Context: an optimization exercise on an open-source flow, tuned for small area and a short achievable clock period. The choices shown serve that exercise and are no tape-out recipe. No activity file was given, so power comes from the tool's default toggle rates.

garnet:
Design wildcard_byte_pattern_search, start of the top module:
module wildcard_byte_pattern_search (
   input  wire logic          clock,
   input  wire logic          reset,
   input  wire logic          req_valid,
   output logic               req_ready,
   input  wire logic [7:0]    req_data_byte,
   input  wire logic          req_last_byte,
   output logic               rsp_valid,
   input  wire logic          rsp_ready,
   output logic               rsp_found,
   output logic [63:0]        rsp_match_address,
   input  wire logic          psel,
   input  wire logic          penable,
   input  wire logic          pwrite,
   input  wire logic [5:0]    paddr,
   input  wire logic [63:0]   pwdata,
   output logic      [63:0]   prdata,
   output logic               pready
);
   logic [127:0] pattern;
   logic [15:0]  wildcard_mask;
   logic [4:0]   pattern_length;
   logic [63:0]  region_base;
   wbps_regs u_regs (
      .clock          (clock),
      .reset          (reset),
      .psel           (psel),
      .penable        (penable),
      .pwrite         (pwrite),
      .paddr          (paddr),
      .pwdata         (pwdata),
      .prdata         (prdata),
      .pready         (pready),
      .pattern        (pattern),
      .wildcard_mask  (wildcard_mask),
      .pattern_length (pattern_length),
      .region_base    (region_base)
   );
   wbps_core u_core (
      .clock             (clock),
      .reset             (reset),
      .pattern           (pattern),
      .wildcard_mask     (wildcard_mask),
      .pattern_length    (pattern_length),
      .region_base       (region_base),
  ...
clock: 7.2 ns
lec_check: 0
cap_margin: 20
core_margin: 2
core_utilization: 40
place_density: 0.6
setup_slack_margin: 3.4
slew_margin: 20
standard.sh (not shown) runs the stock make flow with config.mk's settings and CLKGATE_MAP_FILE= SYNTH_SCRIPT=/design/flow/synth_recipe.tcl, a recipe that flattens the netlist after the stock synthesis.
==> flow/flow/run.sh <==
#!/bin/bash
# The standard layout, with the port buffers that placement inserts made
# sky130_fd_sc_hd__buf_1 instead of the resizer's default choice.
set -euo pipefail
export BUFFER_PORTS_ARGS="-buffer_cell sky130_fd_sc_hd__buf_1"
bash standard.sh > standard.log 2>&1
--- input diff garnet..juniper ---
- changing CORE_UTILIZATION from 40 to 65
- changing PLACE_DENSITY from 0.6 to 0.75
==> flow/run.sh (new file) <==
#!/bin/bash
# synth_recipe.tcl (not shown) runs the flow's synth.tcl, then flattens the netlist and writes it again
# the make line also repeats each setting of config.mk as NAME=value (left out here)
make -C /OpenROAD-flow-scripts/flow DESIGN_CONFIG=/design/flow/config.mk WORK_HOME=/design/flow/orfs CLKGATE_MAP_FILE= SYNTH_SCRIPT=/design/flow/synth_recipe.tcl finish
removed: flow/flow/run.sh
removed: flow/standard.sh
Going from garnet to juniper, internal power of the cells now larger; switching power as a share of total power now larger; via count now larger; met3 usage now larger.
When the final numbers for garnet and juniper were put side by side, the final wirelength turned out to be greater in juniper.
Detailed-route vias per instance, juniper vs garnet: up by more than 10%
juniper reports a higher clock skew than garnet does.
Diff garnet -> juniper: number of well taps went down about 40%, core utilization higher.
Re post-synthesis instance total: no difference whatsoever between garnet and juniper.
Function was not checked in any run of this note: the RTL went through the layout flow alone.

## run a
wildcard_byte_pattern_search, a different RTL version from the one above (not shown whole).
Size: about 290 flip-flops, ~17000 um^2 of cells after synthesis.
export LEC_CHECK = 0
export CAP_MARGIN = 20
export CORE_MARGIN = 2
export CORE_UTILIZATION = 40
export CTS_BUF_LIST = sky130_fd_sc_hd__clkbuf_8
export CTS_CLUSTER_DIAMETER = 50
export CTS_CLUSTER_SIZE = 20
export PLACE_DENSITY = 0.75
export SETUP_SLACK_MARGIN = 3.3
export SLEW_MARGIN = 20
export TNS_END_PERCENT = 20
create_clock -name core_clock -period 7.2 [get_ports {clock}]
==> flow/flow/run.sh <==
#!/bin/bash
# The standard layout (standard.sh), with these placement and clock-tree
# choices: the port buffers that placement inserts are sky130_fd_sc_hd__buf_1,
# the clock tree is built without dummy loads, and after floorplan the
# read-data logic is rebuilt as a NAND-NAND selection (flow/rdata.tcl). make's
# output goes to standard.log; each ORFS step keeps its own log under orfs/logs.
set -euo pipefail
export BUFFER_PORTS_ARGS="-buffer_cell sky130_fd_sc_hd__buf_1"
export CTS_ARGS="-sink_clustering_enable -repair_clock_nets -sink_clustering_size 20 -sink_clustering_max_diameter 50 -buf_list sky130_fd_sc_hd__clkbuf_8 -dont_use_dummy_load"
export POST_FLOORPLAN_TCL="$PWD/flow/rdata.tcl"
bash standard.sh > standard.log 2>&1
==> flow/flow/rdata.tcl <==
# Rebuild the read-data logic (prdata from paddr[5:3] and the configuration
# registers) as one decode of paddr and a NAND-NAND selection per bit, so that
# paddr passes through three gates; then remove the cells that only fed the
# old read-data logic. Runs after floorplan, before placement.
set block [ord::get_db_block]
set ::rd_block $block
set ::rd_count 0

proc rd_master {name} {
  set m [[ord::get_db] findMaster sky130_fd_sc_hd__$name]
  if {$m eq "NULL"} { error "no master $name" }
  return $m
}

proc rd_net {} {
  incr ::rd_count
  return [odb::dbNet_create $::rd_block "rd_net_$::rd_count"]
}

proc rd_inst {master conns} {
  incr ::rd_count
  set inst [odb::dbInst_create $::rd_block [rd_master $master] "rd_inst_$::rd_count"]
  foreach {pin net} $conns {
    set it [$inst findITerm $pin]
    if {$it eq "NULL"} { error "no pin $pin on $master" }
    $it connect $net
  }
  return $inst
}

# the registers' outputs (the values are kept inverted)
array set reg_q {}
foreach inst [$block getInsts] {
  if {[regexp {^u_\w+\.(pattern_low_n_ff|pattern_high_n_ff|wildcard_mask_n_ff|pattern_length_n_ff|region_base_n_ff)\\?\[(\d+)\\?\]} \
         [$inst getName] -> reg bit]} {
    foreach it [$inst getITerms] {
      if {[$it isOutputSignal]} { set reg_q($reg,$bit) [$it getNet] }
    }
  }
}
if {[array size reg_q] != 213} { error "found [array size reg_q] register outputs, expected 213" }

set a3 [$block findNet {paddr[3]}]
set a4 [$block findNet {paddr[4]}]
set a5 [$block findNet {paddr[5]}]

# one-hot decode of paddr[5:3]
set sel0 [rd_net]; rd_inst nor3_1  [list A $a5 B $a4 C $a3 Y $sel0]
set sel1 [rd_net]; rd_inst nor3b_1 [list A $a5 B $a4 C_N $a3 Y $sel1]
set sel2 [rd_net]; rd_inst nor3b_1 [list A $a5 B $a3 C_N $a4 Y $sel2]
set sel3 [rd_net]; rd_inst and3b_1 [list A_N $a5 B $a4 C $a3 X $sel3]
set sel4 [rd_net]; rd_inst nor3b_1 [list A $a4 B $a3 C_N $a5 Y $sel4]

for {set b 0} {$b < 64} {incr b} {
  set port [$block findNet "prdata\[$b\]"]
  set pairs [list $sel0 $reg_q(pattern_low_n_ff,$b) $sel1 $reg_q(pattern_high_n_ff,$b)]
  if {$b < 16} { lappend pairs $sel2 $reg_q(wildcard_mask_n_ff,$b) }
  if {$b < 5} { lappend pairs $sel3 $reg_q(pattern_length_n_ff,$b) }
  lappend pairs $sel4 $reg_q(region_base_n_ff,$b)
  # term = !(sel && value), value = !q
  set terms {}
  foreach {sel q} $pairs {
    set t [rd_net]
    rd_inst nand2b_1 [list A_N $q B $sel Y $t]
    lappend terms $t
  }
  # detach the old driver of prdata[b]
  foreach it [$port getITerms] {
    if {[$it isOutputSignal]} { $it disconnect }
  }
  switch [llength $terms] {
    3 { rd_inst nand3_1 [list A [lindex $terms 0] B [lindex $terms 1] C [lindex $terms 2] Y $port] }
    4 { rd_inst nand4_1 [list A [lindex $terms 0] B [lindex $terms 1] C [lindex $terms 2] D [lindex $terms 3] Y $port] }
    5 {
      set u [rd_net]
      rd_inst and2_1 [list A [lindex $terms 3] B [lindex $terms 4] X $u]
      rd_inst nand4_1 [list A [lindex $terms 0] B [lindex $terms 1] C [lindex $terms 2] D $u Y $port]
    }
  }
}

# remove the combinational cells whose outputs no longer reach anything
set removed 0
set changed 1
while {$changed} {
  set changed 0
  foreach inst [$block getInsts] {
    set master [$inst getMaster]
    if {[$master isSequential]} { continue }
    set outs 0
    set used 0
    foreach it [$inst getITerms] {
      if {![$it isOutputSignal]} { continue }
      incr outs
      set net [$it getNet]
      if {$net eq "NULL"} { continue }
      if {[llength [$net getITerms]] > 1 || [llength [$net getBTerms]] > 0} { set used 1 }
    }
    if {$outs > 0 && !$used} {
      set nets {}
      foreach it [$inst getITerms] {
        set net [$it getNet]
        if {$net ne "NULL"} { lappend nets $net }
      }
      odb::dbInst_destroy $inst
      foreach net $nets {
        if {[llength [$net getITerms]] == 0 && [llength [$net getBTerms]] == 0} { odb::dbNet_destroy $net }
      }
      incr removed
      set changed 1
    }
  }
}
puts "rdata.tcl: rebuilt prdata, removed $removed cells"
Inputs modified between run a and run b:
-- flow/flow/rdata.tcl --
<<< run a, line 6
set ::rd_block $block
set ::rd_count 0
>>> run b, line 6
set rd_count 0
<<< run a, line 16
  incr ::rd_count
  return [odb::dbNet_create $::rd_block "rd_net_$::rd_count"]
>>> run b, line 15
  global block rd_count
  incr rd_count
  return [odb::dbNet_create $block "rd_net_$rd_count"]
<<< run a, line 21
  incr ::rd_count
  set inst [odb::dbInst_create $::rd_block [rd_master $master] "rd_inst_$::rd_count"]
>>> run b, line 21
  global block rd_count
  incr rd_count
  set inst [odb::dbInst_create $block [rd_master $master] "rd_inst_$rd_count"]
Findings:
- Run b: aborted in floorplan (2_1_floorplan) (tool error)
- Run b and run a ended up with roughly the same number of synthesized flops with an enable pin.
- Number of storage elements in the synthesis netlist came out exactly the same in run b and run a.
- From run a to run b the numbers moved as follows: adder and majority cell fraction of the synthesized area flat, average footprint of a synthesized cell has remained practically unchanged, synthesized cell count essentially unchanged, overall die width comparable, fraction of the mapped netlist area in simple logic gates ~0 delta.
- Comparing run b against run a, there is no change at all in share of synthesized flip-flops with an asynchronous set or reset.
- Reported for run b and run a, compound-gate portion of the synthesized area turned out identical to the last digit.
- Summary of run b over run a: multiplexer fraction of the synthesized cell area flat, mapped cell area roughly the same.
No functional check of the RTL was part of any run of this note.

Setup of indigo:
Another version of the RTL of wildcard_byte_pattern_search (not shown whole).
Size in the first run: ~1500 cells after synthesis, roughly 0.017 mm2 of cells after synthesis.
==> flow/config.mk <==
export PLATFORM = sky130hd
export DESIGN_NAME = wildcard_byte_pattern_search
export DESIGN_NICKNAME = wildcard_byte_pattern_search
export VERILOG_FILES = /design/flow/design.v
export SDC_FILE = /design/flow/constraint.sdc
export NUM_CORES = 4
export LEC_CHECK = 0
export CAP_MARGIN = 20
export CORE_MARGIN = 2
export CORE_UTILIZATION = 40
export CTS_BUF_LIST = sky130_fd_sc_hd__clkbuf_8
export CTS_CLUSTER_DIAMETER = 50
export CTS_CLUSTER_SIZE = 20
export PLACE_DENSITY = 0.6
export SETUP_SLACK_MARGIN = 3.4
export SLEW_MARGIN = 20
==> flow/constraint.sdc <==
create_clock -name core_clock -period 7.2 [get_ports {clock}]
set_input_delay 1.4400 -clock core_clock [delete_from_list [all_inputs] [get_ports {clock}]]
set_output_delay 1.4400 -clock core_clock [all_outputs]
set_load 0.01 [all_outputs]
==> flow/flow/run.sh <==
#!/bin/bash
# The standard layout (standard.sh), with two placement and clock-tree choices:
# the port buffers that placement inserts are sky130_fd_sc_hd__buf_1, and the
# clock tree is built without dummy loads. make's output goes to standard.log;
# each ORFS step keeps its own log under orfs/logs.
set -euo pipefail
export BUFFER_PORTS_ARGS="-buffer_cell sky130_fd_sc_hd__buf_1"
export CTS_ARGS="-sink_clustering_enable -repair_clock_nets -sink_clustering_size 20 -sink_clustering_max_diameter 50 -buf_list sky130_fd_sc_hd__clkbuf_8"
bash standard.sh > standard.log 2>&1
The inputs of willow differ from those of indigo as listed below.
--- a/flow/flow/run.sh
+++ b/flow/flow/run.sh
@@ -8 +8 @@
-export CTS_ARGS="-sink_clustering_enable -repair_clock_nets -sink_clustering_size 20 -sink_clustering_max_diameter 50 -buf_list sky130_fd_sc_hd__clkbuf_8"
+export CTS_ARGS="-sink_clustering_enable -repair_clock_nets -sink_clustering_size 20 -sink_clustering_max_diameter 50 -buf_list sky130_fd_sc_hd__clkbuf_8 -dont_use_dummy_load"
### Flow results
The headroom to the max-slew limit of willow was inferior to that of indigo.
Relative to indigo, the fraction of met2 tracks used by global routing of willow is higher by 0.28 points.
| total power consumption of the routed design | willow vs indigo | better |
Re synthesized area: no difference whatsoever between indigo and willow.
indigo → willow: relative area of clock buffers and inverters in the final design lower, end-of-flow core utilization shrank by 0.51 points, number of global-route vias before repair lost 39, number of cells in the finished layout apart from fillers went down by 27, post-layout minimum cycle time -6.3 ps.
Re worst hold path cell count: no difference whatsoever between indigo and willow.
Modified inputs, cedar compared to willow
- changing SETUP_SLACK_MARGIN from 3.4 to 2.6
--- outcome ---
Count of clock-buffer cells in the layout: cedar lower than willow. Number of placed cells counting well taps: willow vs cedar — no meaningful difference. willow and cedar ended up with roughly the same sequential power. cedar leaves less setup margin than willow. Of the two values seen for cell with the largest stage delay on the worst path, mux2_4 was produced by willow and mux2_2 by cedar. Combinational power share in cedar is 2.8 points below willow. Taking willow as 1.0, cedar lands at 0.834 on wire length on met3. cedar and willow all finish clean.
### cedar -> nickel
- CTS_BUF_LIST removed (was sky130_fd_sc_hd__clkbuf_8)
- SETUP_SLACK_MARGIN changed from 2.6 to 3.4
- CTS_CLUSTER_SIZE removed (was 20)
- CTS_CLUSTER_DIAMETER removed (was 50)
==> flow/flow/run.sh <==
#!/bin/bash
# The standard layout, with the port buffers that placement inserts made
# sky130_fd_sc_hd__buf_1 instead of the resizer's default choice.
set -euo pipefail
export BUFFER_PORTS_ARGS="-buffer_cell sky130_fd_sc_hd__buf_1"
bash standard.sh > standard.log 2>&1
Compare nickel and cedar | total number of cells along the worst setup path higher: nickel
nickel vs. cedar: final setup slack of the worst path climbed 630 ps, minimum period implied by the final worst setup slack dropped 630 ps, global routing usage on met2 climbed 5.1 points, sequential share of layout area dropped 6.2 points.
Share of power burned in the clock network: lower on cedar
Total routed wirelength delta (nickel − cedar): unfavourable
Worst hold slack delta (nickel − cedar): unfavourable
Row post-route cell area: nickel higher / cedar lower
Setup changes, nickel to raven
- setting CTS_BUF_LIST to sky130_fd_sc_hd__clkbuf_8 for the first time
- changing SETUP_SLACK_MARGIN from 3.4 to 3.0
- setting CTS_CLUSTER_SIZE to 20 for the first time
- setting CTS_CLUSTER_DIAMETER to 50 for the first time
==> flow/flow/run.sh <==
#!/bin/bash
# The standard layout (standard.sh), with two placement and clock-tree choices:
# the port buffers that placement inserts are sky130_fd_sc_hd__buf_1, and the
# clock tree is built without dummy loads. make's output goes to standard.log;
# each ORFS step keeps its own log under orfs/logs.
set -euo pipefail
export BUFFER_PORTS_ARGS="-buffer_cell sky130_fd_sc_hd__buf_1"
export CTS_ARGS="-sink_clustering_enable -repair_clock_nets -sink_clustering_size 20 -sink_clustering_max_diameter 50 -buf_list sky130_fd_sc_hd__clkbuf_8 -dont_use_dummy_load"
bash standard.sh > standard.log 2>&1
Findings:
- Between raven and nickel, the routing usage on met2 is higher for nickel.
- Setup slack: raven less than nickel
- raven vs. nickel: met1 routed wirelength after detailed routing fell 5.5%; buffer count from post-CTS setup fixing now sits lower; synthesized cell count has remained practically unchanged; fraction of power spent switching nets now sits higher.
- Shortest clock period the worst path allows after layout, raven and nickel: smaller value in nickel
- Re final cell count: raven and nickel aren't equal, and the higher value belongs to nickel.
### raven -> tundra
- an added SYNTH_MINIMUM_KEEP_SIZE of 0
- a deleted CTS_BUF_LIST that had been sky130_fd_sc_hd__clkbuf_8
- a change of SETUP_SLACK_MARGIN from 3.0 to 3.4
- an added SYNTH_HIERARCHICAL of 1
- a deleted CTS_CLUSTER_SIZE that had been 20
- a deleted CTS_CLUSTER_DIAMETER that had been 50
==> flow/flow/run.sh <==
#!/bin/bash
# The standard layout, with the port buffers that placement inserts made
# sky130_fd_sc_hd__buf_1 instead of the resizer's default choice.
set -euo pipefail
export BUFFER_PORTS_ARGS="-buffer_cell sky130_fd_sc_hd__buf_1"
bash standard.sh > standard.log 2>&1
## What came out
Setup slack of the worst register-to-register path: tundra vs raven down 160 ps
Looking at the reports, tundra completed the entire flow and the layout it produced met the timing, DRC and antenna checks.
raven ran to completion and came out clean on the timing, DRC and antenna checks.
tundra against raven: placement-stage worst setup slack increased 410 ps; filler-free cell count of the finished design increased about 13%; post-detailed-placement cell area increased 5.5%; worst setup slack after layout increased 150 ps.
Diff raven -> tundra | final total power | up by more than 10%
Combinational fraction of design power (higher): tundra
Relative to raven, final worst-path cycle share decreased by 2.0 points in tundra.
Width of the die was higher in the run labelled tundra.
Function was not checked in any run of this note: the RTL went through the layout flow alone.

port drivers added, routing unchanged:
In the flow no input, the clock included, has a driving cell. The finished layouts below were timed again as built, in two steps. Step 1, drivers: a clkbuf_16 drives clock and a buf_2 each remaining input, both assumed. Step 2, shift: input delay + t, output delay - t, t = (earliest + latest rising clock arrival at the registers) / 2. This alone moves slack from input paths to output paths. a / b / c = ideal ports / drivers / drivers and shift; a / b = the first two.
| run | t (ns) | slack for setup (ns) | worst setup path at the end | worst slew at a driven data input, ns |
|---|---|---|---|---|
| garnet | 0.649 | 3.022 / 2.963 / 2.973 | input to output | 0.18 |
| juniper | 0.631 | 2.832 / 2.755 / 2.755 | input to output | 0.27 |
| run a | 0.667 | 3.146 / 3.090 / 3.090 | input to output | 0.07 |
| indigo | 0.651 | 3.245 / 2.925 / 2.925 | input to output | 0.32 |
| willow | 0.613 | 3.252 / 2.880 / 2.880 | input to output | 0.38 |
| cedar | 0.597 | 2.638 / 2.609 / 2.609 | input to output | 0.09 |
| nickel | 0.579 | 3.267 / 2.901 / 2.901 | input to output | 0.38 |
| raven | 0.599 | 3.024 / 2.895 / 2.895 | input to output | 0.12 |
| tundra | 0.601 | 3.170 / 2.994 / 2.994 | input to output | 0.20 |
After both steps setup and hold are still met in every run listed. For willow, which loses most, drivers alone change the setup slack by -0.372 ns; drivers and shift together by -0.372 ns.
